Source: an optimization exercise on an open RTL-to-GDS flow (aim: small area). Production flows keep margins and buffers that such runs may drop. Function was checked by simulation only, so behaviour that the tests miss may differ from the original. Power and IR drop assume default switching activity. No driver is modelled on the clock port, so clocking that relies on it looks cheaper here than on a real chip.

==> flow/design.v <==
`timescale 1ns/1ps
`default_nettype none
module fetch_stage (
    input  wire [18:0] pc,
    input  wire        inc,
    input  wire        jump,
    input  wire [18:0] off,
    output wire [18:0] lo,
    output wire        c
);
    localparam integer N = 19;
    wire [N-1:0] b = jump ? off : {{(N-1){1'b0}}, inc};
    wire [N-1:0] p [0:5];
    wire [N-1:0] g [0:5];
    assign p[0] = pc ^ b;
    assign g[0] = pc & b;
    genvar l, i;
    generate
        for (l = 0; l < 5; l = l + 1) begin : lv
            for (i = 0; i < N; i = i + 1) begin : bt
                if (i >= (1 << l)) begin : c
                    assign g[l+1][i] = g[l][i] | (p[l][i] & g[l][i - (1 << l)]);
                    assign p[l+1][i] = p[l][i] & p[l][i - (1 << l)];
                end else begin : n
                    assign g[l+1][i] = g[l][i];
                    assign p[l+1][i] = p[l][i];
                end
            end
        end
    endgenerate
    assign lo = p[0] ^ {g[5][N-2:0], 1'b0};
    assign c  = g[5][N-1];
endmodule
`default_nettype wire
`timescale 1ns/1ps
`default_nettype none
module pc_upper (
    input  wire        go,
    input  wire        dn,
    input  wire [42:0] h,
    output reg  [42:0] y
);
    reg [43:0] chain;
    integer    i;
    always @(*) begin
        chain[0] = go;
        for (i = 0; i < 43; i = i + 1) begin
            chain[i+1] = chain[i] && (h[i] != dn);
            y[i]       = h[i] ^ chain[i];
        end
    end
endmodule
`default_nettype wire
`timescale 1ns/1ps
`default_nettype none
module reg_file (
    input  wire        clk,
    input  wire        clr,
    input  wire        wen,
    input  wire [4:0]  rd,
    input  wire [15:0] wd,
    input  wire [4:0]  rs1,
    input  wire [4:0]  rs2,
    output wire [15:0] a,
    output wire [15:0] b
);
    wire [16*32-1:0] ring_out;
    rf_ring u_ring (
        .clk      (clk),
        .clr      (clr),
        .wen      (wen),
        .rd       (rd),
        .wd       (wd),
        .ring_out (ring_out)
    );
    rf_port_a u_ra (
        .ring (ring_out),
        .sel  (rs1),
        .y    (a)
    );
    rf_port_b u_rb (
        .ring (ring_out),
        .sel  (rs2),
        .y    (b)
    );
endmodule
module rf_ring (
    input  wire              clk,
    input  wire              clr,
    input  wire              wen,
    input  wire [4:0]        rd,
    input  wire [15:0]       wd,
    output wire [16*32-1:0]  ring_out
);
    assign ring_out[15:0] = 16'd0;
    genvar g;
    generate
        for (g = 1; g < 32; g = g + 1) begin : gr
            reg  [63:0] s;
            wire        we_g = clr | (wen && rd == g);
            always @(posedge clk) begin
                s <= {s[47:0], we_g ? wd : s[63:48]};
            end
            assign ring_out[16*g +: 16] = s[63:48];
        end
    endgenerate
endmodule
module rf_port_a (
    input  wire [16*32-1:0] ring,
    input  wire [4:0]       sel,
    output reg  [15:0]      y
);
    integer k;
    always @(*) begin
        y = 16'd0;
        for (k = 1; k < 32; k = k + 1) begin
            y = y | (ring[16*k +: 16] & {16{sel == k}});
        end
    end
endmodule
module rf_port_b (
    input  wire [16*32-1:0] ring,
    input  wire [4:0]       sel,
    output reg  [15:0]      y
);
    integer k;
    always @(*) begin
        y = 16'd0;
        for (k = 1; k < 32; k = k + 1) begin
            y = y | (ring[16*k +: 16] & {16{sel == k}});
        end
    end
endmodule
`default_nettype wire
`timescale 1ns/1ps
`default_nettype none
module execute_stage (
    input  wire [15:0] a,
    input  wire [15:0] b,
    input  wire        sub,
    input  wire        cin,
    input  wire [1:0]  op,      
    output reg  [15:0] y,
    output wire        cout
);
    wire [15:0] bx = sub ? ~b : b;
    wire [15:0] p0 = a ^ bx;
    wire [15:0] g0 = (a & bx) | {15'd0, p0[0] & cin};
    wire [15:0] p1 = {p0[15:1] & p0[14:0], p0[0]};
    wire [15:0] g1 = {g0[15:1] | (p0[15:1] & g0[14:0]), g0[0]};
    wire [15:0] p2 = {p1[15:2] & p1[13:0], p1[1:0]};
    wire [15:0] g2 = {g1[15:2] | (p1[15:2] & g1[13:0]), g1[1:0]};
    wire [15:0] p3 = {p2[15:4] & p2[11:0], p2[3:0]};
    wire [15:0] g3 = {g2[15:4] | (p2[15:4] & g2[11:0]), g2[3:0]};
    wire [15:0] g4 = {g3[15:8] | (p3[15:8] & g3[7:0]), g3[7:0]};
    wire [15:0] s  = p0 ^ {g4[14:0], cin};
    assign cout = g4[15];
    always @(*) begin
        case (op)
            2'd0:    y = s;
            2'd1:    y = a ^ b;
            2'd2:    y = a | b;
            default: y = a & b;
        endcase
    end
endmodule
`default_nettype wire
`timescale 1ns/1ps
`default_nettype none
module writeback_stage (
    input  wire [15:0] a,
    input  wire        sgn,
    input  wire        c,
    output wire [15:0] y
);
    wire [15:0] t  = sgn ? ~a : a;        
    wire [15:0] q0 = t;
    wire [15:0] q1 = {q0[15:1] & q0[14:0], q0[0]};
    wire [15:0] q2 = {q1[15:2] & q1[13:0], q1[1:0]};
    wire [15:0] q3 = {q2[15:4] & q2[11:0], q2[3:0]};
    wire [15:0] q4 = {q3[15:8] & q3[7:0], q3[7:0]};
    wire [15:0] fl = {q4[14:0], 1'b1};    
    assign y = (sgn != c) ? a ^ fl : a;
endmodule
`default_nettype wire
`timescale 1ns/1ps
`default_nettype none
module core_top (
    input  wire        clk,
    input  wire        rst,
    output wire        imem_req_valid,
    input  wire        imem_req_ready,
    output wire [63:0] imem_req_addr,
    input  wire        imem_rsp_valid,
    output wire        imem_rsp_ready,
    input  wire [63:0] imem_rsp_rdata,
    output wire        dmem_req_valid,
    input  wire        dmem_req_ready,
    output wire [63:0] dmem_req_addr,
    output wire        dmem_req_we,
    output wire [63:0] dmem_req_wdata,
    input  wire        dmem_rsp_valid,
    output wire        dmem_rsp_ready,
    input  wire [63:0] dmem_rsp_rdata,
    output wire        retire_valid,
    output wire [63:0] retire_pc,
    output wire [4:0]  retire_rd,
    output wire        retire_rd_we,
    output wire [63:0] retire_rd_data
);
    reg  [1:0]  ph;      
    reg         clr;     
    reg         act;     
    reg         ldw;     
    reg         irv;     
    reg  [31:7] ir;      
    reg  [2:0]  cls;     
    reg  [63:2] pc;      
    reg         nf;      
    reg         drop;    
    reg         guess;   
    reg         xd;      
    reg         rt;      
    reg         rval;    
    reg  [4:0]  rrd;
    reg         rwe;
    reg  [20:2] opc;     
    reg         nh;      
    reg         ns;      
    reg         tk;      
    reg         dpend;   
    reg  [2:0]  dout;    
    reg         carry;
    reg         eqacc;
    reg  [63:0] rr;      
    reg  [63:0] ww;      
    wire ph0 = (ph == 2'd0);
    wire ph3 = (ph == 2'd3);
    wire [2:0]  f3     = ir[14:12];
    wire [4:0]  rd     = ir[11:7];
    wire [4:0]  rs1    = ir[19:15];
    wire [4:0]  rs2    = ir[24:20];
    localparam [2:0] C_NONE = 3'd0;    
    localparam [2:0] C_OP   = 3'd1;
    localparam [2:0] C_ADDI = 3'd2;
    localparam [2:0] C_LD   = 3'd3;
    localparam [2:0] C_SD   = 3'd4;
    localparam [2:0] C_BR   = 3'd5;
    localparam [2:0] C_JAL  = 3'd6;
    wire is_op   = (cls == C_OP);
    wire is_addi = (cls == C_ADDI);
    wire is_ld   = (cls == C_LD);
    wire is_sd   = (cls == C_SD);
    wire is_br   = (cls == C_BR);
    wire is_jal  = (cls == C_JAL);
    wire known   = (cls != C_NONE);
    wire writes  = is_op | is_addi | is_ld | is_jal;
    wire is_sub  = is_op && (f3 == 3'b000) && ir[30];
    wire use_imm = is_addi | is_ld | is_sd;
    wire        run;
    wire        wen;
    wire [15:0] wd;
    wire [15:0] a_rf;
    wire [15:0] b_rf;
    reg_file u_rf (
        .clk (clk),
        .clr (clr),
        .wen (wen),
        .rd  (rd),
        .wd  (wd),
        .rs1 (rs1),
        .rs2 (rs2),
        .a   (a_rf),
        .b   (b_rf)
    );
    wire [11:0] imm12 = is_sd ? {ir[31:25], ir[11:7]} : ir[31:20];
    wire [15:0] immc  = ph0 ? {{4{imm12[11]}}, imm12} : {16{imm12[11]}};
    wire [63:0] pcx   = {pc, 2'b00};
    reg  [15:0] pcc;
    always @(*) begin
        case (ph)
            2'd0:    pcc = pcx[15:0];
            2'd1:    pcc = pcx[31:16];
            2'd2:    pcc = pcx[47:32];
            default: pcc = pcx[63:48];
        endcase
    end
    reg [15:0] ldc;
    always @(*) begin
        case (ph)
            2'd0:    ldc = dmem_rsp_rdata[15:0];
            2'd1:    ldc = dmem_rsp_rdata[31:16];
            2'd2:    ldc = dmem_rsp_rdata[47:32];
            default: ldc = dmem_rsp_rdata[63:48];
        endcase
    end
    wire [15:0] op_a = ldw ? ldc : is_jal ? pcc : a_rf;
    wire [15:0] op_b = (ldw || (is_jal && !ph0)) ? 16'd0 : is_jal ? 16'd4 : use_imm ? immc : b_rf;
    wire        cin  = ph0 ? is_sub : carry;
    wire [15:0] alu;
    wire        cout;
    wire [1:0]  aop = (is_op && f3[2] && !ldw) ? (f3[1] ? (f3[0] ? 2'd3 : 2'd2) : 2'd1) : 2'd0;
    execute_stage u_alu (
        .a    (op_a),
        .b    (op_b),
        .sub  (is_sub && !ldw),
        .cin  (cin),
        .op   (aop),
        .y    (alu),
        .cout (cout)
    );
    wire [15:0] res = alu;
    assign wd  = clr ? 16'd0 : res;
    assign wen = run && (ldw || (writes && !is_ld));
    wire eq    = eqacc && (a_rf == b_rf);
    wire taken = f3[0] ? !eq : eq;
    wire ld_rsp = !dpend && dout == 3'd1 && dmem_rsp_valid;
    wire start  = !clr && irv && !xd && !dpend && (ldw ? ld_rsp : known);
    assign run  = ph0 ? start : act;
    wire end_rnd = run && ph3;
    wire end_fin = end_rnd && (ldw || !is_ld);    
    wire mem_iss = end_rnd && !ldw && (is_ld || is_sd);
    wire [18:0] joff = is_jal ? {ir[31], ir[19:12], ir[20], ir[30:22]}
                              : {{9{ir[31]}}, ir[7], ir[30:25], ir[11:9]};
    wire [18:0] lo;
    wire        lo_c;
    wire        jump = irv && guess;
    fetch_stage u_pcadd (
        .pc   (pc[20:2]),
        .inc  (irv),
        .jump (jump),
        .off  (joff),
        .lo   (lo),
        .c    (lo_c)
    );
    wire        sgn  = jump && joff[18];
    wire        hchg = lo_c != sgn;         
    wire        skip = irv && hchg && !rt;
    wire tk_now   = end_fin ? taken : tk;
    wire mis      = is_br && (tk_now != guess);
    wire done     = irv && (end_fin || xd || !known);
    wire store_ok = !is_sd || !dmem_req_valid || dmem_req_ready;
    wire fetched  = nf || skip;    
    wire adv_any  = done && fetched && store_ok;
    wire advance  = adv_any && !mis && !rt;
    wire fixup    = done && fetched && mis;
    wire [63:21] hi;
    pc_upper u_pchi (
        .go (rt && nh),
        .dn (ns),
        .h  (pc[63:21]),
        .y  (hi)
    );
    wire [63:2] pc_d = {hi, advance ? lo : pc[20:2]};
    wire ld_ir = (!irv || advance) && nf && !drop && imem_rsp_valid;
    wire [31:0] nxt = pc_d[2] ? imem_rsp_rdata[63:32] : imem_rsp_rdata[31:0];
    wire [2:0]  nf3 = nxt[14:12];
    wire [2:0]  nxt_cls =
        (nxt[6:0] == 7'b0110011 && (nf3 == 3'b000 || nf3 == 3'b100 || nf3[2:1] == 2'b11)) ? C_OP :
        (nxt[6:0] == 7'b0010011 && nf3 == 3'b000) ? C_ADDI :
        (nxt[6:0] == 7'b0000011 && nf3 == 3'b011) ? C_LD :
        (nxt[6:0] == 7'b0100011 && nf3 == 3'b011) ? C_SD :
        (nxt[6:0] == 7'b1100011 && nf3[2:1] == 2'b00) ? C_BR :
        (nxt[6:0] == 7'b1101111) ? C_JAL : C_NONE;
    assign imem_req_valid = !nf && !hchg && !(rt && nh);
    assign imem_req_addr  = {pc[63:21], lo[18:1], 3'b000};
    assign imem_rsp_ready = drop || ((!irv || adv_any) && nf);
    wire byp = end_rnd;
    assign dmem_req_valid = dpend || mem_iss;
    assign dmem_req_we    = is_sd;
    wire [15:0] addr3;
    writeback_stage u_addr3 (
        .a   (a_rf),
        .sgn (imm12[11]),
        .c   (carry),
        .y   (addr3)
    );
    assign dmem_req_addr  = {byp ? addr3 : rr[63:48], rr[47:0]};
    assign dmem_req_wdata = {byp ? b_rf : ww[63:48], ww[47:0]};
    assign dmem_rsp_ready = !(ldw && !dpend && dout == 3'd1) || (end_rnd && ldw);
    assign retire_valid   = rt && rval;
    assign retire_pc      = {pc[63:21], opc, 2'b00};
    assign retire_rd      = rrd;
    assign retire_rd_we   = rwe;
    assign retire_rd_data = rr;
    wire dfire  = dmem_req_valid && dmem_req_ready;
    wire drfire = dmem_rsp_valid && dmem_rsp_ready;
    always @(posedge clk or posedge rst) begin
        if (rst) begin
            ph    <= 2'd0;
            clr   <= 1'b1;
            act   <= 1'b0;
            ldw   <= 1'b0;
            irv   <= 1'b0;
            pc    <= 62'd0;
            nf    <= 1'b0;
            drop  <= 1'b0;
            xd    <= 1'b0;
            rt    <= 1'b0;
            dpend <= 1'b0;
            dout  <= 3'd0;
        end else begin
            ph    <= ph + 2'd1;
            if (ph3) clr <= 1'b0;
            act   <= run && !ph3;
            if (end_rnd) ldw <= !ldw && is_ld;
            pc    <= pc_d;
            if (ld_ir) irv <= 1'b1;
            else if (advance) irv <= 1'b0;
            if (imem_req_valid && imem_req_ready) nf <= 1'b1;
            if (ld_ir || fixup) nf <= 1'b0;
            if (fixup) drop <= nf && !imem_rsp_valid;   
            else if (imem_rsp_valid) drop <= 1'b0;
            rt    <= advance;
            if (advance) xd <= 1'b0;
            else if (end_fin || fixup) xd <= 1'b1;
            dpend <= dmem_req_valid && !dmem_req_ready;
            dout  <= dout + {2'd0, dfire} - {2'd0, drfire};
        end
    end
    always @(posedge clk) begin
        if (ld_ir) begin
            ir    <= nxt[31:7];
            cls   <= nxt_cls;
            guess <= (nxt_cls == C_JAL) || (nxt_cls == C_BR && nxt[12]);
        end else if (fixup) begin
            guess <= !guess;
        end
        if (end_fin) tk <= taken;
        rval <= known;
        rrd  <= rd;
        rwe  <= writes;
        opc  <= pc[20:2];
        nh   <= hchg;
        ns   <= sgn;
        carry <= cout;
        eqacc <= (ph0 || eqacc) && (a_rf == b_rf);
        if (run) begin
            case (ph)
                2'd0:    begin rr[15:0]  <= res; ww[15:0]  <= b_rf; end
                2'd1:    begin rr[31:16] <= res; ww[31:16] <= b_rf; end
                2'd2:    begin rr[47:32] <= res; ww[47:32] <= b_rf; end
                default: begin rr[63:48] <= res; ww[63:48] <= b_rf; end
            endcase
        end
    end
endmodule
`default_nettype wire
==> flow/flow/run.sh <==
#!/bin/bash
# The standard layout (the standard.sh, ORFS from synthesis to the final
# layout) with these changes:
#  - the buffers that buffer_ports puts on every input and output port are
#    sky130_fd_sc_hd__buf_1 instead of the cell it picks by default;
#  - clock tree synthesis inserts no dummy loads.
# The full make output goes to standard.log in this folder; ORFS's own
# per-step logs are under orfs/logs.
set -euo pipefail
here=$(pwd)
bash standard.sh \
  "SYNTH_SCRIPT=$here/flow/synth.tcl" \
  "BUFFER_PORTS_ARGS=-buffer_cell sky130_fd_sc_hd__buf_1" \
  "CTS_ARGS=-sink_clustering_enable -repair_clock_nets -sink_clustering_size 25 -sink_clustering_max_diameter 120 -dont_use_dummy_load" \
  finish > standard.log 2>&1
==> flow/flow/area.abc <==
strash
dch
map -a
topo
==> flow/flow/speed.abc <==
&get -n
&st
&dch
&nf
&st
&syn2
&if -g -K 6
&synch2
&nf
&st
&syn2
&if -g -K 6
&synch2
&nf
&st
&syn2
&if -g -K 6
&synch2
&nf
&st
&syn2
&if -g -K 6
&synch2
&nf
&st
&syn2
&if -g -K 6
&synch2
&nf
&put
==> flow/flow/synth.tcl <==
proc synth {args} { yosys synth -nofsm -noshare {*}$args }
set ::area_abc [file join [file dirname [info script]] area.abc]
set ::speed_abc [file join [file dirname [info script]] speed.abc]
proc with_script {script arglist} {
  set a {}
  set skip 0
  foreach x $arglist {
    if {$skip} { lappend a $script; set skip 0; continue }
    if {$x eq "-script"} { lappend a $x; set skip 1; continue }
    lappend a $x
  }
  return $a
}
proc abc {args} {
  yosys abc {*}[with_script $::area_abc $args] rf_ring pc_upper
  yosys abc {*}[with_script $::speed_abc $args] core_top reg_file rf_port_a rf_port_b execute_stage fetch_stage writeback_stage
}
source $::env(SCRIPTS_DIR)/synth.tcl
# left out here: clear keep_hierarchy, flatten, clean up, hide names made inside functions, write 1_2_yosys.v
==> flow/standard.sh <==
#!/bin/bash
# synth_recipe.tcl (not shown) runs the flow's synth.tcl, then flattens the netlist and writes it again
# the make line also repeats each setting of config.mk as NAME=value (left out here)
make -C /OpenROAD-flow-scripts/flow DESIGN_CONFIG=/design/flow/config.mk WORK_HOME=/design/flow/orfs CLKGATE_MAP_FILE= SYNTH_SCRIPT=/design/flow/synth_recipe.tcl "${@:-finish}"
==> flow/config.mk <==
export PLATFORM = sky130hd
export DESIGN_NAME = core_top
export DESIGN_NICKNAME = core_top
export VERILOG_FILES = /design/flow/design.v
export SDC_FILE = /design/flow/constraint.sdc
export NUM_CORES = 8
export LEC_CHECK = 0
export CAP_MARGIN = 20
export CORE_MARGIN = 2
export CORE_UTILIZATION = 55
export CTS_CLUSTER_DIAMETER = 120
export CTS_CLUSTER_SIZE = 25
export SETUP_SLACK_MARGIN = 0.1
export SLEW_MARGIN = 20
export SYNTH_HIERARCHICAL = 1
export SYNTH_MINIMUM_KEEP_SIZE = 0
==> flow/constraint.sdc <==
create_clock -name core_clock -period 7.0 [get_ports {clk}]
set_input_delay 1.4000 -clock core_clock [delete_from_list [all_inputs] [get_ports {clk}]]
set_output_delay 1.4000 -clock core_clock [all_outputs]
set_load 0.01 [all_outputs]
==> results of run 1 <==
state kept, by name, indices dropped and copies added (netlist names), 2 cells and up:
name,cells
u_rf.u_ring.gr.s,1984
rr,64
ww,64
pc,62
ir,25
opc,19
rrd,5
cls,3
dout,3
ph,2
routing by layer:
metal / GRT usage (%) / vias up / wire, microns
met5: 0 / - / 80
met4: 17.3 / 12 / 12300
met3: 5.60 / 446 / 16500
met2: 49.0 / 2011 / 96200
met1: 43.0 / 21997 / 92000
li1: - / 21095 / -
area by class of cell:
type | instances | area (sq um)
Fill cell | 10844 | 54300
Sequential cell | 2248 | 47000
Inverter | 137 | 520
Antenna cell | 13 | 32.5
Clock buffer | 100 | 2500
Timing Repair Buffer | 648 | 3310
Tap cell | 1742 | 2180
Multi-Input combinational cell | 3152 | 19500
power by group through the flow:
stage	registers [uW]	logic [uW]	clock network [uW]
floorplan	15900	3940	0
global placement	16200	7170	0
detailed placement	16200	7210	0
CTS	15900	7260	6430
global route	16100	7780	6870
finish	15900	7340	6300
worst paths after layout:
check | startpoint | endpoint | slack, ps | depth (start not counted)
max | ir[18] | dmem_req_addr[63] | 230 | 12
min | u_rf.u_ring.gr[15].s[43] | u_rf.u_ring.gr[15].s[59] | 260 | 0
max reg2reg | ir[22] | u_rf.u_ring.gr[26].s[15] | 310 | 22
min reg2reg | u_rf.u_ring.gr[15].s[43] | u_rf.u_ring.gr[15].s[59] | 260 | 0
max in group asynchronous | rst | ph[1] | 5570 | 3
min in group asynchronous | rst | pc[63] | 820 | 3
stage by stage:
stage / util (%) / setup slack, ps / cells
2_1_floorplan: - / -54.0 / 6221
3_3_place_gp: 56.0 / 365 / 7920
4_1_cts: 58.0 / 99.1 / 8024
6_report: 58.0 / 229 / 8040
5_1_grt: 58.0 / 90.3 / 8034
3_5_place_dp: 56.0 / 424 / 7920
worst reg2reg max path, stage by stage, from the launching register on:
cell and delay, ps:
edfxtp_1 630, and3b_1 480, buf_4 320, and3_1 170
a2111oi_0 870, nand3_1 180, a2111o_1 550, a21oi_1 200
nor2_1 130, xor2_1 200, ha_1 390, nand2_1 80
a2111oi_0 470, buf_4 210, o21bai_1 120, o41ai_1 330
buf_4 170, xnor2_1 50, o21ai_0 270, nor2b_1 200
clkinv_1 150, buf_12 180, o21ai_0 250
repair_timing:
action / in CTS / in global routing
resized for setup: 4 / 7
pin swaps: 0 / 0
buffers inserted: 4 / 3
setup endpoints to repair: 11 / 4
==> flow_metrics.tcl, run 1 <==
set metrics [dict create \
    rsz0062_at_grt "true" \
    clk_latency_ps 750 \
    firstDrtPassIters 10 \
    worstPathCellList "buf_4 > nand4b_1 > o22ai_1 > nor2_1 > nand4_1 > or4_4 > or4b_1 > o22ai_1 > nand4_1 > xnor2_1 > mux2_1 > buf_1" \
    power_frac_comb_pct 24.8 \
    crit_family "simple AND/OR/NAND/NOR gates" \
    cts_buffers 100 \
    vias 45561 \
    final_common_cell "dfxtp_1" \
    ant_nets 0 \
    crit_slowest_cell "or4_4" \
    end_kind "output port" \
    clock_power_share_pct 21.3 \
    period_needed_ps 6770 \
    grt_usage_pct 31.9 \
    hold_path_class "flop to flop" \
    antenna_found_initial 17 \
    cts-root-buf "clkbuf_16" \
    p_sw_share_pct 33.9 \
    seqPwrFrac_pct 53.9 \
    cts_hold_buf 0 \
    whs_ps 264 \
    grt_overflow 0 \
    place.gp.congestion 0.964 \
    crit_type "flop to output port" \
    area_delta_synth_final_pct 4.89 \
    drtIter0Drc 4813 \
    finalPower_uw 29600 \
    die_y_microns 365 \
    die_x_microns 365 \
    core_sq_um 129000 \
    routed_wl_mm 217 \
    fmax_mhz 148 \
    intPower_uw 19500 \
    maxSlewHeadroom_pct 19.4 \
    clock-sinks 2248 \
    layout-drive-gt1-share_pct 6.44 \
    htree_levels 3 \
    slew_viol_final 0 \
    grt_max_degree 77 \
    fin_nets 6498 \
    row_count 132 \
    finClkSkew_ps 92.3 \
    p_leak_uw 0.0293 \
    ioPinCount 466 \
    startpoint_type "flop" \
    dpl_cell_area_sq_um 72400 \
    clkTransAtPathRegs_ps 100 \
    outcome "finished clean" \
    dieArea_sq_um 133000 \
    setup_viol 0 \
    final_cell_mix "2015 x dfxtp_1, 756 x nand2_1, 584 x o21ai_0" \
    worst_pin_slew_ps 1200 \
    ir_worst_vdd_uv 251 \
    grt_first_pass_wirelength_mm 303 \
    grt_pass1_vias 41827 \
    period_share_pct 96.7 \
    avgSynthCellArea_sq_um 11.5 \
    pwr_density_cell_nw_per_um2 394 \
    drc 0 \
    synthCells 6217 \
    finalHoldViolCount 0 \
    cts_tree "built" \
    maxCapViolations 0 \
    portBuffers 460 \
    path_max_fanout 11 \
    synth_area_sq_um 71500 \
    synth_warnings 13 \
    cp.required_ps 5600 \
    initial_core_util_pct 55.3 \
    finalInstanceArea_sq_um 75000 \
    cp.buffers_inverters 2 \
    clock_path_buffers 3 \
    avgViaCountPerCell 5.67 \
    tns_ps 0 \
    wl_per_cell_microns 27.0 \
    max_stage_delay_ps 760 \
    p_switching_uw 10000 \
    worstPathArrival_ps 5370 \
    hpwl_mm 158 \
]
==> run 2: changes to the inputs <==
--- a/flow/config.mk
+++ b/flow/config.mk
@@ -8,8 +8,8 @@
 export CAP_MARGIN = 20
 export CORE_MARGIN = 2
-export CORE_UTILIZATION = 55
+export CORE_UTILIZATION = 62
 export CTS_CLUSTER_DIAMETER = 120
 export CTS_CLUSTER_SIZE = 25
-export SETUP_SLACK_MARGIN = 0.1
+export SETUP_SLACK_MARGIN = 0.2
 export SLEW_MARGIN = 20
 export SYNTH_HIERARCHICAL = 1
==> run 2 against run 1 <==
Effect of this change: worst setup slack worse by 31 ps; register-to-register slack better by 110 ps; clock power down 0.6%; sequential share of layout area up 0.18 points; synthesized cell count unchanged; critical path depth down 1; fmax down 0.46%; flip-flop and latch count unchanged; non-clock buffer count up 6; routed wire length down 3.0%; total power down 1.3%; clock skew down 16 ps; largest cell class unchanged; largest power group unchanged.
==> flow_metrics.tcl, run 2 <==
set metrics [dict create \
    outcome "finished clean" \
    max_stage_delay_ps 780 \
    die_y_microns 344 \
    area_delta_synth_final_pct 4.58 \
    ant_nets 0 \
    drc 0 \
    maxCapViolations 0 \
    antenna_found_initial 17 \
    routed_wl_mm 211 \
    fin_nets 6504 \
    grt_max_degree 77 \
    synth_warnings 13 \
    finalHoldViolCount 0 \
    synthCells 6217 \
    grt_pass1_vias 42678 \
    portBuffers 460 \
    cts_tree "built" \
    dieArea_sq_um 118000 \
    r2r_slack_ps 420 \
    final_common_cell "dfxtp_1" \
    grt_overflow 0 \
    drtIter0Drc 5366 \
    clock-sinks 2248 \
    clkTransAtPathRegs_ps 100 \
    core_sq_um 114000 \
    row_count 124 \
    rsz0062_at_grt "false" \
    period_share_pct 97.2 \
    avgViaCountPerCell 5.93 \
    final_cell_mix "2015 x dfxtp_1, 756 x nand2_1, 580 x o21ai_0" \
    worstPathCellList "buf_4 > mux2_1 > a22oi_1 > nand4_1 > or4_4 > or4b_1 > o22ai_1 > nand4_1 > xnor2_1 > mux2_1 > buf_1" \
    end_kind "output port" \
    worstPathArrival_ps 5400 \
    initial_core_util_pct 62.6 \
    cts_buffers 100 \
    min_from "u_rf.u_ring.gr[7].s[43]" \
    post-route-util_pct 65.4 \
    worst_pin_slew_ps 1170 \
    crit_type "flop to output port" \
    grt_first_pass_wirelength_mm 297 \
    whs_ps 264 \
    layout-drive-gt1-share_pct 6.93 \
    grt_usage_pct 34.7 \
    die_x_microns 344 \
    vias 46303 \
    rr_endpoint "guess" \
    ioPinCount 466 \
    place.gp.congestion 0.986 \
    wl_per_cell_microns 27.0 \
    period_needed_ps 6800 \
    worstHoldPathCells 0 \
    hpwl_mm 152 \
    clk_latency_ps 730 \
    avgSynthCellArea_sq_um 11.5 \
    hold_path_class "flop to flop" \
    r2r_start "ir[21]" \
    p_leak_uw 0.0293 \
    pwr_density_cell_nw_per_um2 390 \
    slew_viol_final 0 \
    finClkSkew_ps 76.6 \
    synth_area_sq_um 71500 \
    reg2reg_depth 16 \
    fmax_mhz 147 \
    ir_worst_vdd_uv 542 \
    cts-root-buf "clkbuf_16" \
    reg_top3 "u_rf.u_ring.gr.s x1984, rr x64, ww x64" \
    top_register "u_rf.u_ring.gr.s" \
    htree_levels 3 \
    startpoint_type "flop" \
    finalPower_uw 29200 \
    cp.required_ps 5600 \
    clock_path_buffers 3 \
    crit_slowest_cell "or4_4" \
    path_max_fanout 12 \
    setup_viol 0 \
    worstHoldEndpoint "u_rf.u_ring.gr[7].s[59]" \
    firstDrtPassIters 8 \
    largest_reg_flops 1984 \
    maxSlewHeadroom_pct 22.0 \
]
-- run 2: layer usage --
metal	wire length, microns	share of wire, %	track usage [%]	vias up
met5	55	0.026	0	-
met4	12600	6.0	19.3	8
met3	17400	8.3	5.34	487
met2	92300	44	52.7	2320
met1	88300	42	47.8	22377
li1	-	-	-	21111
-- run 2: layout make-up --
cell class,instances,area (sq um)
timing repair buffer,654,3260
sequential,2248,47000
clock buffer,100,2500
inverter,137,520
fill,9026,39500
multi-input combinational,3152,19700
antenna,9,22.5
tap,1512,1890
-- run 2: what timing repair did --
item,4_1_cts,5_1_grt
endpoints found under the setup margin,216,266
cloned,0,0
hold buffers,0,0
setup buffers,6,17
pin swaps,0,3
gates resized for setup,9,48
-- run 2: worst max path at each step --
stage	from	endpoint	slack, ps	cells after the start
after floorplan	ir[22]	guess	-50	15
after global placement	ir[17]	u_rf.u_ring.gr[13].s[8]	-210	21
after detailed placement	ir[17]	u_rf.u_ring.gr[20].s[8]	-120	21
after CTS	ir[17]	dmem_req_addr[63]	210	13
after global routing	ir[18]	dmem_req_addr[63]	180	12
final	ir[18]	dmem_req_addr[63]	200	11
-- run 2: critical path: cells and delay by family, from the launching register on --
kind / cells / cell delay (ps)
AND/OR/NAND/NOR: 4 / 2050
buffers and inverters: 2 / 510
flip-flops: 1 / 600
AO/OA/AOI/OAI: 2 / 640
XOR/XNOR: 1 / 150
multiplexers: 2 / 740
-- run 2: power by group --
part	internal, uW	total (uW)	leakage, uW	switching, uW
clock network	2550	6260	0.00123	3700
logic	1920	7010	0.00929	5090
registers	14900	15900	0.0188	984
-- run 2: through the flow --
| step | instance area (sq um) | std cells | worst slack [ps] | TNS (ps) |
|---|---|---|---|---|
| 6_report | 74800 | 7812 | 198 | 0 |
| 5_1_grt | 74800 | 7807 | 184 | 0 |
| 3_5_place_dp | 71900 | 7680 | -118 | -2970 |
| 2_1_floorplan | 71800 | 6221 | -54.0 | -54.0 |
| 4_1_cts | 74500 | 7786 | 208 | 0 |
| 3_3_place_gp | 71900 | 7680 | -213 | -9710 |
==> run 3: changes to the inputs <==
--- a/flow/config.mk
+++ b/flow/config.mk
@@ -8,5 +8,5 @@
 export CAP_MARGIN = 20
 export CORE_MARGIN = 2
-export CORE_UTILIZATION = 62
+export CORE_UTILIZATION = 55
 export CTS_CLUSTER_DIAMETER = 120
 export CTS_CLUSTER_SIZE = 25
==> run 3 against run 2 <==
Effect of this change: combinational power increased by 5.1%; total power is 1.4% higher; still clean on timing, DRC and antenna; register-to-register slack better by 60 ps; final cell count rose by 3.0%; worst hold slack about the same; highest routed layer unchanged; largest cell class unchanged; routed wire length up 3.1%; clock skew increased by 17 ps; clock-buffer cell count did not move.
==> flow_metrics.tcl, run 3 <==
set metrics [dict create \
    outcome "finished clean" \
    rr_endpoint "u_rf.u_ring.gr[28].s[12]" \
    finalHoldViolCount 0 \
    grt_first_pass_wirelength_mm 303 \
    grt_max_degree 77 \
    worst_pin_slew_ps 1180 \
    crit_type "flop to output port" \
    ir_worst_vdd_uv 254 \
    die_y_microns 365 \
    synth_area_sq_um 71500 \
    n_fill_cell 10851 \
    top_register "u_rf.u_ring.gr.s" \
    synth_warnings 13 \
    row_count 132 \
    cts_buffers 100 \
    end_kind "output port" \
    firstDrtPassIters 11 \
    initial_core_util_pct 55.3 \
    hpwl_mm 158 \
    slew_viol_final 0 \
    cts_tree "built" \
    fin_nets 6504 \
    largest_reg_flops 1984 \
    area_delta_synth_final_pct 5.00 \
    grt_pass1_vias 41827 \
    period_needed_ps 6730 \
    ioPinCount 466 \
    post-route-util_pct 58.1 \
    register_area_sq_um 47000 \
    whs_ps 264 \
    cts-root-buf "clkbuf_16" \
    worstPathArrival_ps 5330 \
    cts_hold_buf 0 \
    vias 45544 \
    drtIter0Drc 5177 \
    final_cell_count_no_fill 8046 \
    reg_top3 "u_rf.u_ring.gr.s x1984, rr x64, ww x64" \
    dpl_cell_area_sq_um 72400 \
    reg2reg_depth 23 \
    rsz0062_at_grt "false" \
    cp.required_ps 5600 \
    r2r_start "ir[21]" \
    core_sq_um 129000 \
    place.gp.congestion 0.964 \
    finalPower_uw 29600 \
    pwr_density_cell_nw_per_um2 394 \
    r2r_slack_ps 480 \
    startpoint_type "flop" \
    antenna_found_initial 17 \
    clock_path_buffers 3 \
    worstHoldEndpoint "u_rf.u_ring.gr[15].s[59]" \
    path_max_fanout 11 \
    avgViaCountPerCell 5.66 \
    dp_cells 7920 \
    p_leak_uw 0.0293 \
    clock-sinks 2248 \
    ant_nets 0 \
    grt_overflow 0 \
    final_cell_mix "2015 x dfxtp_1, 756 x nand2_1, 584 x o21ai_0" \
    period_share_pct 96.2 \
    portBuffers 460 \
    dieArea_sq_um 133000 \
    hold_path_class "flop to flop" \
    finalInstanceArea_sq_um 75100 \
    setup_viol 0 \
    final_common_cell "dfxtp_1" \
    drc 0 \
    maxSlewHeadroom_pct 21.3 \
    routed_wl_mm 217 \
    multi_input_area_sq_um 19600 \
    wl_per_cell_microns 27.0 \
    maxCapViolations 0 \
    clkTransAtPathRegs_ps 100 \
    grt_usage_pct 31.9 \
    htree_levels 3 \
    clk_latency_ps 750 \
    fmax_mhz 149 \
    layout-drive-gt1-share_pct 6.68 \
    avgSynthCellArea_sq_um 11.5 \
    die_x_microns 365 \
    min_from "u_rf.u_ring.gr[15].s[43]" \
    finClkSkew_ps 93.8 \
    synthCells 6217 \
    worstHoldPathCells 0 \
]
## run 3: area by class of cell
| type | instances | share of cell area (%) |
|---|---|---|
| diodes | 13 | 0.0433 |
| inverters | 137 | 0.693 |
| repair buffers | 654 | 4.49 |
| clock buffers | 100 | 3.33 |
| well taps | 1742 | 2.90 |
| flip-flops and latches | 2248 | 62.5 |
| multi-input cells | 3152 | 26.0 |
## run 3: worst max-delay path by stage
| stage | start | to | slack, ps | depth (start not counted) |
|---|---|---|---|---|
| after detailed placement | ir[17] | guess | 420 | 16 |
| after floorplan | ir[22] | guess | -50 | 15 |
| after global routing | ir[16] | dmem_req_addr[56] | 230 | 14 |
| after CTS | cls[1] | imem_rsp_ready | 210 | 18 |
| final | ir[18] | dmem_req_addr[59] | 270 | 12 |
| after global placement | ir[17] | u_rf.u_ring.gr[17].s[15] | 360 | 21 |
## run 3: through the flow
step / worst slack (ps) / TNS [ps]
after floorplan: -54.0 / -54.0
after global placement: 365 / 0
after detailed placement: 424 / 0
after CTS: 207 / 0
after global routing: 227 / 0
final: 268 / 0
## run 3: metal layers
layer	share of wire (%)	global-route usage, %	vias up
met5	0.045	0	-
met4	5.7	17.3	16
met3	7.4	5.60	460
met2	44	49.0	1986
met1	43	43.0	21978
li1	-	-	21104
## run 3: repair_timing
action | in CTS | in global routing
setup buffers | 4 | 9
setup endpoints to repair | 14 | 35
pin swaps | 0 | 3
gates resized for setup | 6 | 17
## run 3: critical path, cell delays in order (launching register included)
cell and delay, ps:
edfxtp_1 590, buf_4 180, buf_4 220, mux2_1 360, a22oi_1 280, nand4_1 590
or4_4 790, or4b_1 500, o22ai_1 270, nand3_1 160, xnor2_1 140, mux2_1 360
buf_1 160
## run 3: power breakdown
part	switching (uW)	internal (uW)	total, uW
Sequential	990	14900	15900
Clock	3750	2560	6310
Combinational	5310	2060	7370
Total	10100	19600	29600
==> run 4: changes to the inputs <==
--- a/flow/flow/run.sh
+++ b/flow/flow/run.sh
@@ -12,4 +12,4 @@
   "SYNTH_SCRIPT=$here/flow/synth.tcl" \
   "BUFFER_PORTS_ARGS=-buffer_cell sky130_fd_sc_hd__buf_1" \
-  "CTS_ARGS=-sink_clustering_enable -repair_clock_nets -sink_clustering_size 25 -sink_clustering_max_diameter 120 -dont_use_dummy_load" \
+  "CTS_ARGS=-sink_clustering_enable -repair_clock_nets -sink_clustering_size 30 -sink_clustering_max_diameter 80 -dont_use_dummy_load" \
   finish > standard.log 2>&1
==> run 4 against run 3 <==
Effect of this change: total power decreased by 0.35%; sequential power about the same; non-clock buffer count unchanged; clock skew decreased by 20 ps; via count increased by 0.29%; flip-flop and latch count unchanged; synthesized area unchanged; routed wire length decreased by 0.15%; worst setup slack got worse by 21 ps; largest cell class unchanged.
==> flow_metrics.tcl, run 4 <==
set metrics [dict create \
    initial_core_util_pct 55.3 \
    worst_pin_slew_ps 1130 \
    slew_viol_final 0 \
    area_delta_synth_final_pct 4.84 \
    dpl_cell_area_sq_um 72400 \
    cts_buffers 96 \
    multi_input_area_sq_um 19600 \
    period_share_pct 96.5 \
    synthCells 6217 \
    hold_path_class "flop to flop" \
    setup_viol 0 \
    ir_worst_vdd_uv 248 \
    period_needed_ps 6750 \
    register_area_sq_um 47000 \
    grt_pass1_vias 41620 \
    final_common_cell "dfxtp_1" \
    core_sq_um 129000 \
    layout-drive-gt1-share_pct 6.57 \
    finalHoldViolCount 0 \
    finClkSkew_ps 73.9 \
    r2r_slack_ps 410 \
    reg_top3 "u_rf.u_ring.gr.s x1984, rr x64, ww x64" \
    avgViaCountPerCell 5.68 \
    met2_usage_pct 49.0 \
    clock-sinks 2248 \
    clk_latency_ps 750 \
    finalPower_uw 29500 \
    clock_path_buffers 3 \
    htree_levels 3 \
    cp.buffers_inverters 3 \
    ioPinCount 466 \
    drc 0 \
    die_x_microns 365 \
    grtUsageMet3_pct 5.73 \
    grt_usage_pct 31.9 \
    dp_slack_ps 424 \
    wl_per_cell_microns 27.0 \
    post-route-util_pct 58.0 \
    p_leak_uw 0.0293 \
    maxSlewHeadroom_pct 24.3 \
    place.gp.congestion 0.964 \
    path_max_fanout 11 \
    pwr_density_cell_nw_per_um2 393 \
    setup_slack_ps 247 \
    maxCapViolations 0 \
    crit_family "simple AND/OR/NAND/NOR gates" \
    routed_wl_mm 217 \
    max_stage_delay_ps 790 \
    synth_area_sq_um 71500 \
    final_cell_mix "2015 x dfxtp_1, 756 x nand2_1, 584 x o21ai_0" \
    vias 45678 \
    top_register "u_rf.u_ring.gr.s" \
    outcome "finished clean" \
    firstDrtPassIters 8 \
    drtIter0Drc 4947 \
    rsz0062_at_grt "true" \
    grt_most_used_layer "met2" \
    die_y_microns 365 \
    grt_first_pass_wirelength_mm 303 \
    startpoint_type "flop" \
    dieArea_sq_um 133000 \
    fmax_mhz 148 \
    grt_max_degree 77 \
    hpwl_mm 158 \
    fin_nets 6500 \
    ant_nets 0 \
    cp.required_ps 5600 \
    antenna_found_initial 14 \
    tns_ps 0 \
    n_fill_cell 10852 \
    use_met1_pct 42.8 \
    crit_type "flop to output port" \
    avgSynthCellArea_sq_um 11.5 \
    worstPathCellList "buf_4 > buf_4 > mux2_1 > a22oi_1 > nand4_1 > or4_4 > or4b_1 > o22ai_1 > nand4_1 > xnor2_1 > mux2_1 > buf_1" \
    finalInstanceArea_sq_um 75000 \
    grt_overflow 0 \
    end_kind "output port" \
    clkTransAtPathRegs_ps 110 \
    row_count 132 \
    crit_slowest_cell "or4_4" \
    cts-root-buf "clkbuf_16" \
    largest_reg_flops 1984 \
    worstPathArrival_ps 5350 \
    cts_hold_buf 0 \
    portBuffers 460 \
    cts_tree "built" \
    synth_warnings 13 \
]
-- run 4: final timing paths --
kind                                         start                 endpoint  cells past startpoint
max in group asynchronous                      rst                  dout[1]                      3
min                        u_rf.u_ring.gr[8].s[25]  u_rf.u_ring.gr[8].s[41]                      0
min reg2reg                u_rf.u_ring.gr[8].s[25]  u_rf.u_ring.gr[8].s[41]                      0
max reg2reg                                 ir[22]                   ir[23]                     17
min in group asynchronous                      rst                   pc[63]                      3
max                                         ir[18]        dmem_req_addr[63]                     12
-- run 4: layout make-up --
type                            instances  area share [%]
Antenna cell                           14          0.0467
Clock buffer                           96            3.20
Inverter                              137           0.694
Multi-Input combinational cell       3152            26.1
Sequential cell                      2248            62.6
Tap cell                             1742            2.91
Timing Repair Buffer                  654            4.48
-- run 4: timing repair --
item / 4_1_cts / 5_1_grt
pin swaps: 0 / 5
resized for setup: 6 / 15
setup buffers: 4 / 9
setup endpoints to repair: 13 / 83
-- run 4: report_power, final --
group          internal [uW]  switching [uW]
Clock                   2460            3740
Sequential             14900             988
Combinational           2060            5320
-- run 4: layer usage --
layer,part of all wire (%),vias up
met5,0.021,-
met4,5.6,8
met3,7.6,441
met2,44,2075
met1,42,22057
li1,-,21097
-- run 4: per-stage QoR --
stage	hold slack (ps)	std cells
floorplan	310	6221
global placement	309	7920
detailed placement	312	7920
CTS	268	8020
global route	270	8034
finish	274	8043
==> run 5: changes to the inputs <==
--- a/flow/flow/run.sh
+++ b/flow/flow/run.sh
@@ -12,4 +12,4 @@
   "SYNTH_SCRIPT=$here/flow/synth.tcl" \
   "BUFFER_PORTS_ARGS=-buffer_cell sky130_fd_sc_hd__buf_1" \
-  "CTS_ARGS=-sink_clustering_enable -repair_clock_nets -sink_clustering_size 30 -sink_clustering_max_diameter 80 -dont_use_dummy_load" \
+  "CTS_ARGS=-sink_clustering_enable -repair_clock_nets -sink_clustering_size 30 -sink_clustering_max_diameter 100 -dont_use_dummy_load" \
   finish > standard.log 2>&1
==> run 5 against run 4 <==
Effect of this change: still clean on timing, DRC and antenna; clock skew rose by 10 ps; total power fell by 1.1%; clock-buffer cell count fell by 11; sequential share of layout area rose by 0.22 points; synthesized cell count did not move; largest power group unchanged.
==> flow_metrics.tcl, run 5 <==
set metrics [dict create \
    end_kind "output port" \
    place.gp.congestion 0.964 \
    drtIter0Drc 5018 \
    dpl_cell_area_sq_um 72400 \
    outcome "finished clean" \
    wl_per_cell_microns 27.0 \
    hold_path_class "flop to flop" \
    met3_length_mm 17.2 \
    synth_area_sq_um 71500 \
    finalInstanceArea_sq_um 74700 \
    finClkSkew_ps 84.2 \
    avgViaCountPerCell 5.65 \
    clock-sinks 2248 \
    layout-drive-gt1-share_pct 6.44 \
    final_cell_mix "2015 x dfxtp_1, 756 x nand2_1, 584 x o21ai_0" \
    hpwl_mm 158 \
    clkTransAtPathRegs_ps 110 \
    fin_nets 6489 \
    rsz0062_at_grt "false" \
    core_sq_um 129000 \
    final_common_cell "dfxtp_1" \
    row_count 132 \
    cts_tree "built" \
    vias 45367 \
    maxCapViolations 0 \
    pwr_density_cell_nw_per_um2 390 \
    ioPinCount 466 \
    ir_worst_vdd_uv 278 \
    drc 0 \
    crit_type "flop to output port" \
    portBuffers 460 \
    dp_cells 7920 \
    grt_pass1_vias 41662 \
    die_x_microns 365 \
    clock_path_buffers 3 \
    initial_core_util_pct 55.3 \
    cp.required_ps 5600 \
    avgSynthCellArea_sq_um 11.5 \
    highest_layer "met5" \
    startpoint_type "flop" \
    period_needed_ps 6780 \
    fmax_mhz 147 \
    cts-root-buf "clkbuf_16" \
    finalHoldViolCount 0 \
    maxSlewHeadroom_pct 23.0 \
    top_register "u_rf.u_ring.gr.s" \
    wl_met2_mm 95.5 \
    cts_buffers 85 \
    cts_hold_buf 0 \
    p_leak_uw 0.0291 \
    final_cell_count_no_fill 8031 \
    post-route-util_pct 57.8 \
    grt_max_degree 77 \
    area_delta_synth_final_pct 4.48 \
    n_fill_cell 10889 \
    period_share_pct 96.9 \
    htree_levels 3 \
    grt_first_pass_wirelength_mm 302 \
    grt_overflow 0 \
    firstDrtPassIters 8 \
    routed_wl_mm 217 \
    worst_pin_slew_ps 1130 \
    antenna_found_initial 19 \
    wl_met1_mm 91.5 \
    synthCells 6217 \
    finalPower_uw 29200 \
    path_max_fanout 11 \
    setup_viol 0 \
    grt_usage_pct 31.7 \
    largest_reg_flops 1984 \
    whs_ps 288 \
    synth_warnings 13 \
    dieArea_sq_um 133000 \
    ant_nets 0 \
    worstPathArrival_ps 5380 \
    slew_viol_final 0 \
    reg_top3 "u_rf.u_ring.gr.s x1984, rr x64, ww x64" \
    die_y_microns 365 \
    clk_latency_ps 750 \
]
## run 5: where the power goes
part	internal, uW	switching [uW]	total, uW
clock network	2200	3690	5890
registers	14900	992	15900
logic	2060	5300	7360
total	19200	9980	29200
## run 5: path summary, 6_finish.rpt
path                                               start                  endpoint  slack, ps  depth (start not counted)
worst max-delay path                              ir[18]         dmem_req_addr[59]        220                         12
worst min-delay path            u_rf.u_ring.gr[12].s[29]  u_rf.u_ring.gr[12].s[45]        290                          0
worst max register to register                    ir[23]  u_rf.u_ring.gr[20].s[15]        470                         22
worst min register to register  u_rf.u_ring.gr[12].s[29]  u_rf.u_ring.gr[12].s[45]        290                          0
max in group asynchronous                            rst                     ph[1]       5560                          3
min in group asynchronous                            rst                    pc[62]        850                          3
## run 5: area by class of cell
class | count | area, sq um | area share [%]
diodes | 13 | 32.5 | 0.0435
clock buffers | 85 | 2130 | 2.85
inverters | 137 | 520 | 0.696
multi-input cells | 3152 | 19600 | 26.2
flip-flops and latches | 2248 | 47000 | 62.8
well taps | 1742 | 2180 | 2.92
repair buffers | 654 | 3370 | 4.51
## run 5: critical path, cell delays in order, from the launching register on
cell	delay (ps)
edfxtp_1	600
buf_4	180
buf_4	220
mux2_1	360
a22oi_1	280
nand4_1	620
or4_4	800
or4b_1	510
o22ai_1	260
nand3_1	160
xnor2_1	160
mux2_1	360
buf_1	150
## run 5: repair_timing
action,in CTS,in global routing
endpoints found under the setup margin,14,41
pin swaps,0,4
buffers inserted,4,9
resized for setup,6,18
## run 5: per-layer routing
| layer | up-vias | GRT usage (%) |
|---|---|---|
| li1 | 21080 | - |
| met1 | 21817 | 42.5 |
| met2 | 2015 | 48.9 |
| met3 | 443 | 5.89 |
| met4 | 12 | 17.3 |
| met5 | - | 0 |
## run 5: metrics by stage
stage | TNS (ps) | setup WS [ps]
floorplan | -54.0 | -54.0
global placement | 0 | 365
detailed placement | 0 | 424
CTS | 0 | 196
global route | 0 | 200
finish | 0 | 220
==> run 6: changes to the inputs <==
--- a/flow/config.mk
+++ b/flow/config.mk
@@ -9,6 +9,6 @@
 export CORE_MARGIN = 2
 export CORE_UTILIZATION = 55
-export CTS_CLUSTER_DIAMETER = 120
-export CTS_CLUSTER_SIZE = 25
+export CTS_CLUSTER_DIAMETER = 100
+export CTS_CLUSTER_SIZE = 30
 export SETUP_SLACK_MARGIN = 0.2
 export SLEW_MARGIN = 20
==> run 6 against run 5 <==
Effect of this change: final cell count is the same; non-clock buffer count is the same; worst setup slack is the same; routed wire length is the same; synthesized area is the same; final area is the same; core utilization is the same; clock-buffer cell count is the same; clock power is essentially flat; sequential power is essentially flat.
==> flow_metrics.tcl, run 6 <==
set metrics [dict create \
    cts_tree "built" \
    largest_reg_flops 1984 \
    wl_per_cell_microns 27.0 \
    clkTransAtPathRegs_ps 110 \
    vias 45367 \
    reg_top3 "u_rf.u_ring.gr.s x1984, rr x64, ww x64" \
    end_kind "output port" \
    ir_worst_vdd_uv 278 \
    ioPinCount 466 \
    worst_pin_slew_ps 1130 \
    period_share_pct 96.9 \
    avgSynthCellArea_sq_um 11.5 \
    r2r_slack_ps 470 \
    crit_slowest_cell "or4_4" \
    grt_first_pass_wirelength_mm 302 \
    cts-root-buf "clkbuf_16" \
    dp_slack_ps 424 \
    dp_cells 7920 \
    clock_path_buffers 3 \
    final_cell_count_no_fill 8031 \
    row_count 132 \
    cp.required_ps 5600 \
    area_delta_synth_final_pct 4.48 \
    setup_slack_ps 220 \
    avgViaCountPerCell 5.65 \
    max_stage_delay_ps 800 \
    finClkSkew_ps 84.2 \
    place.gp.congestion 0.964 \
    outcome "finished clean" \
    hold_path_class "flop to flop" \
    startpoint_type "flop" \
    n_fill_cell 10889 \
    grt_overflow 0 \
    hpwl_mm 158 \
    die_x_microns 365 \
    drtIter0Drc 5018 \
    period_needed_ps 6780 \
    use_met1_pct 42.5 \
    synthCells 6217 \
    setup_viol 0 \
    final_cell_mix "2015 x dfxtp_1, 756 x nand2_1, 584 x o21ai_0" \
    portBuffers 460 \
    grt_max_degree 77 \
    path_max_fanout 11 \
    pwr_density_cell_nw_per_um2 390 \
    grt_pass1_vias 41662 \
    synth_area_sq_um 71500 \
    final_common_cell "dfxtp_1" \
    ant_nets 0 \
    cts_hold_buf 0 \
    firstDrtPassIters 8 \
    grt_usage_pct 31.7 \
    synth_warnings 13 \
    slew_viol_final 0 \
    dieArea_sq_um 133000 \
    worstPathArrival_ps 5380 \
    fmax_mhz 147 \
    post-route-util_pct 57.8 \
    finalPower_uw 29200 \
    initial_core_util_pct 55.3 \
    routed_wl_mm 217 \
    layout-drive-gt1-share_pct 6.44 \
    top_register "u_rf.u_ring.gr.s" \
    antenna_found_initial 19 \
    crit_type "flop to output port" \
    die_y_microns 365 \
    finalHoldViolCount 0 \
    cts_buffers 85 \
    clk_latency_ps 750 \
    met2_usage_pct 48.9 \
    clock-sinks 2248 \
    rsz0062_at_grt "false" \
    drc 0 \
    core_sq_um 129000 \
    fin_nets 6489 \
    grt_most_used_layer "met2" \
    p_leak_uw 0.0291 \
    maxSlewHeadroom_pct 23.0 \
    worstPathCellList "buf_4 > buf_4 > mux2_1 > a22oi_1 > nand4_1 > or4_4 > or4b_1 > o22ai_1 > nand3_1 > xnor2_1 > mux2_1 > buf_1" \
    whs_ps 288 \
    maxCapViolations 0 \
    htree_levels 3 \
    grtUsageMet3_pct 5.89 \
]
[run 6: timing repair]
action / 4_1_cts / 5_1_grt
buffers inserted: 4 / 9
resized for setup: 6 / 18
endpoints found under the hold margin: 0 / 0
pin swaps: 0 / 4
endpoints found under the setup margin: 14 / 41
[run 6: per-stage QoR]
stage                     area, sq um  TNS, ps
after global placement          72400        0
after CTS                       74600        0
after detailed placement        72400        0
after global routing            74700        0
final                           74700        0
after floorplan                 71800    -54.0
[run 6: path summary, 6_finish.rpt]
kind | start | end | cells after the start
max in group asynchronous | rst | ph[1] | 3
min in group asynchronous | rst | pc[62] | 3
worst min register to register | u_rf.u_ring.gr[12].s[29] | u_rf.u_ring.gr[12].s[45] | 0
worst max-delay path | ir[18] | dmem_req_addr[59] | 12
worst max register to register | ir[23] | u_rf.u_ring.gr[20].s[15] | 22
worst min-delay path | u_rf.u_ring.gr[12].s[29] | u_rf.u_ring.gr[12].s[45] | 0
[run 6: area by class of cell]
cell class	count	area [sq um]	area share, %
Inverter	137	520	0.696
Clock buffer	85	2130	2.85
Multi-Input combinational cell	3152	19600	26.2
Sequential cell	2248	47000	62.8
Antenna cell	13	32.5	0.0435
Timing Repair Buffer	654	3370	4.51
Tap cell	1742	2180	2.92
[run 6: layer usage]
layer  up-vias  wire (microns)
met3       443           17200
li1      21080               -
met2      2015           95500
met4        12           12400
met1     21817           91500
met5         -              82
[run 6: power by group]
group,switching (uW),internal (uW)
Clock,3690,2200
Sequential,992,14900
Combinational,5300,2060
[run 6: worst max-delay path: cells and delay by family (launching register included)]
family / cells / cell delay, ps
XOR/XNOR: 1 / 160
flip-flops: 1 / 600
multiplexers: 2 / 720
AND/OR/NAND/NOR: 4 / 2090
AO/OA/AOI/OAI: 2 / 540
buffers and inverters: 3 / 550
==> run 7: changes to the inputs <==
--- a/flow/flow/run.sh
+++ b/flow/flow/run.sh
@@ -12,4 +12,4 @@
   "SYNTH_SCRIPT=$here/flow/synth.tcl" \
   "BUFFER_PORTS_ARGS=-buffer_cell sky130_fd_sc_hd__buf_1" \
-  "CTS_ARGS=-sink_clustering_enable -repair_clock_nets -sink_clustering_size 30 -sink_clustering_max_diameter 100 -dont_use_dummy_load" \
+  "CTS_ARGS=-sink_clustering_enable -repair_clock_nets -sink_clustering_size 25 -sink_clustering_max_diameter 120 -dont_use_dummy_load" \
   finish > standard.log 2>&1
--- a/flow/flow/synth.tcl
+++ b/flow/flow/synth.tcl
@@ -13,6 +13,6 @@
 }
 proc abc {args} {
-  yosys abc {*}[with_script $::area_abc $args] rf_ring pc_upper
-  yosys abc {*}[with_script $::speed_abc $args] core_top reg_file rf_port_a rf_port_b execute_stage fetch_stage writeback_stage
+  yosys abc {*}[with_script $::area_abc $args] rf_ring pc_upper fetch_stage
+  yosys abc {*}[with_script $::speed_abc $args] core_top reg_file rf_port_a rf_port_b execute_stage writeback_stage
 }
 source $::env(SCRIPTS_DIR)/synth.tcl
--- a/flow/config.mk
+++ b/flow/config.mk
@@ -9,6 +9,6 @@
 export CORE_MARGIN = 2
 export CORE_UTILIZATION = 55
-export CTS_CLUSTER_DIAMETER = 100
-export CTS_CLUSTER_SIZE = 30
+export CTS_CLUSTER_DIAMETER = 120
+export CTS_CLUSTER_SIZE = 25
 export SETUP_SLACK_MARGIN = 0.2
 export SLEW_MARGIN = 20
==> run 7 against run 6 <==
Effect of this change: synthesized area decreased by 0.16%; clock power up 7.0%; still clean on timing, DRC and antenna; critical endpoint is now dmem_req_addr[58]; global-route usage is 1.2 points higher; largest cell class unchanged; highest routed layer unchanged.
==> flow_metrics.tcl, run 7 <==
set metrics [dict create \
    outcome "finished clean" \
    p_sw_share_pct 34.2 \
    top_register "u_rf.u_ring.gr.s" \
    place.gp.congestion 0.973 \
    startpoint_type "flop" \
    rsz0062_at_grt "false" \
    setup_viol 0 \
    firstDrtPassIters 8 \
    vias 46414 \
    maxCapViolations 0 \
    cts_hold_buf 0 \
    critPathLaunch "ir[15]" \
    cp.required_ps 5600 \
    pwr_density_cell_nw_per_um2 393 \
    period_needed_ps 6780 \
    fmax_mhz 148 \
    power_frac_comb_pct 24.5 \
    ioPinCount 466 \
    drtIter0Drc 5534 \
    crit_family "simple AND/OR/NAND/NOR gates" \
    setup_slack_ps 224 \
    synth_warnings 13 \
    avgSynthCellArea_sq_um 11.5 \
    clock_path_buffers 3 \
    initial_core_util_pct 55.3 \
    p_switching_uw 10100 \
    seqPwrFrac_pct 54.2 \
    post-route-util_pct 58.1 \
    layout-drive-gt1-share_pct 7.07 \
    highest_layer "met5" \
    wl_per_cell_microns 27.9 \
    max_stage_delay_ps 590 \
    reg2reg_depth 22 \
    grt_max_degree 73 \
    portBuffers 460 \
    dieArea_sq_um 133000 \
    synth_area_sq_um 71400 \
    worstPathArrival_ps 5380 \
    die_x_microns 364 \
    slew_viol_final 0 \
    ant_nets 0 \
    maxSlewHeadroom_pct 21.7 \
    finClkSkew_ps 65.5 \
    wl_met2_mm 98.3 \
    synthCells 6222 \
    met3_length_mm 18.1 \
    worstPathCellList "buf_12 > nor2b_1 > buf_4 > and3_1 > a2111oi_2 > buf_4 > nand3_1 > or4_4 > or4b_1 > o22ai_1 > buf_4 > nand3_1 > xnor2_1 > mux2_1 > buf_1" \
    dp_cells 7940 \
    p_leak_uw 0.0293 \
    rr_endpoint "u_rf.u_ring.gr[28].s[14]" \
    antenna_found_initial 12 \
    cts_buffers 99 \
    intPower_uw 19400 \
    finalHoldViolCount 0 \
    avgViaCountPerCell 5.76 \
    fin_nets 6525 \
    r2r_slack_ps 390 \
    grt_overflow 0 \
    final_cell_mix "2015 x dfxtp_1, 753 x nand2_1, 582 x o21ai_0" \
    worstHoldPathCells 0 \
    cts-root-buf "clkbuf_16" \
    clock_power_share_pct 21.4 \
    crit_type "flop to output port" \
    hpwl_mm 160 \
    worstHoldEndpoint "u_rf.u_ring.gr[22].s[18]" \
    clkTransAtPathRegs_ps 100 \
    final_common_cell "dfxtp_1" \
    htree_levels 3 \
    clk_latency_ps 770 \
    die_y_microns 364 \
    cts_tree "built" \
    grt_usage_pct 33.0 \
    final_cell_count_no_fill 8061 \
    clock-sinks 2248 \
    reg_top3 "u_rf.u_ring.gr.s x1984, rr x64, ww x64" \
    row_count 132 \
    dp_slack_ps 74.4 \
    drc 0 \
    crit_slowest_cell "or4b_1" \
    finalPower_uw 29500 \
    worst_pin_slew_ps 1170 \
    routed_wl_mm 225 \
    path_max_fanout 25 \
    end_kind "output port" \
    core_sq_um 129000 \
    min_from "u_rf.u_ring.gr[22].s[2]" \
    area_delta_synth_final_pct 5.07 \
    cp.buffers_inverters 5 \
    grt_pass1_vias 42016 \
    r2r_start "ir[16]" \
    cp_common_cell "buf_4" \
    largest_reg_flops 1984 \
    whs_ps 277 \
    period_share_pct 96.8 \
    grt_first_pass_wirelength_mm 313 \
    ir_worst_vdd_uv 305 \
    hold_path_class "flop to flop" \
    wl_met1_mm 95.1 \
]
run 7: stage by stage:
stage | cell area (sq um) | TNS (ps)
finish | 75100 | 0
global route | 75000 | 0
CTS | 74800 | 0
detailed placement | 72300 | 0
global placement | 72300 | 0
floorplan | 71700 | -54.0
run 7: final cells by class:
class                   count  area (sq um)
fillers                 10954         54100
flip-flops and latches   2248         47000
multi-input cells        3129         19400
repair buffers            671          3420
clock buffers              99          2480
well taps                1742          2180
inverters                 165           626
diodes                      7          17.5
run 7: how the worst max path moves through the flow:
stage / endpoint / slack, ps / depth (start not counted)
final: dmem_req_addr[58] / 220 / 15
after global routing: u_rf.u_ring.gr[28].s[15] / 120 / 22
after CTS: dmem_req_addr[63] / 220 / 14
after detailed placement: u_rf.u_ring.gr[26].s[13] / 70 / 23
after global placement: u_rf.u_ring.gr[26].s[13] / 260 / 23
after floorplan: guess / -50 / 15
run 7: worst register-to-register path, stage by stage (launching register included):
cell	delay (ps)
edfxtp_1	330
buf_4	310
nor2b_2	770
and3_1	650
a22oi_1	170
nand3_1	180
or4_4	270
a211oi_1	100
a21oi_1	230
clkinv_1	170
fa_1	480
clkinv_1	80
fa_1	220
a21o_1	150
a311o_1	200
o2111ai_1	260
o31a_1	390
or4b_1	510
o2111ai_1	230
nor2b_1	210
clkinv_1	80
buf_4	260
o21ai_0	290
run 7: routing by layer:
metal	GRT usage, %	up-vias
met3	6.51	524
met5	0	-
met1	44.5	22545
li1	-	21077
met2	50.4	2264
met4	17.0	4
run 7: what timing repair did:
action | CTS | global route
cloned | 0 | 0
setup buffers | 5 | 9
endpoints found under the setup margin | 37 | 327
pin swaps | 4 | 6
resized for setup | 8 | 41
run 7: power groups by stage:
stage                     Clock, uW  Combinational [uW]  Sequential, uW
after floorplan                   0                3970           15900
after detailed placement          0                7010           16200
after global routing           6830                7640           16100
after global placement            0                6950           16200
after CTS                      6410                7050           16000
final                          6300                7220           16000

==> re-timing with driven ports <==
In the flow no input, the clock included, has a driving cell. The finished layouts below were timed again as built, in two steps.
Step 1 assumes that a clkbuf_16 drives the clock port and a buf_2 every other input.
Step 2 moves the port delays by t, midway between the first and last clock arrival at a register: inputs arrive t later, outputs are due t later. That takes back most of the time a late clock gives input paths.
Three values: no drivers, after step 1, after step 2; two values: the first two.
run	shift t [ns]	setup slack, ns	slew at the worst register clock pin (ns)
run 1	0.775	0.229 / 0.154 / 0.308	0.11 / 0.11
run 2	0.768	0.198 / 0.122 / 0.420	0.11 / 0.11
run 3	0.773	0.268 / 0.193 / 0.475	0.11 / 0.11
run 4	0.789	0.247 / 0.168 / 0.409	0.11 / 0.11
run 5	0.790	0.220 / 0.141 / 0.475	0.12 / 0.12
run 6	0.790	0.220 / 0.141 / 0.475	0.12 / 0.12
run 7	0.811	0.224 / 0.147 / 0.391	0.12 / 0.12
After both steps setup and hold are still met in every run listed.
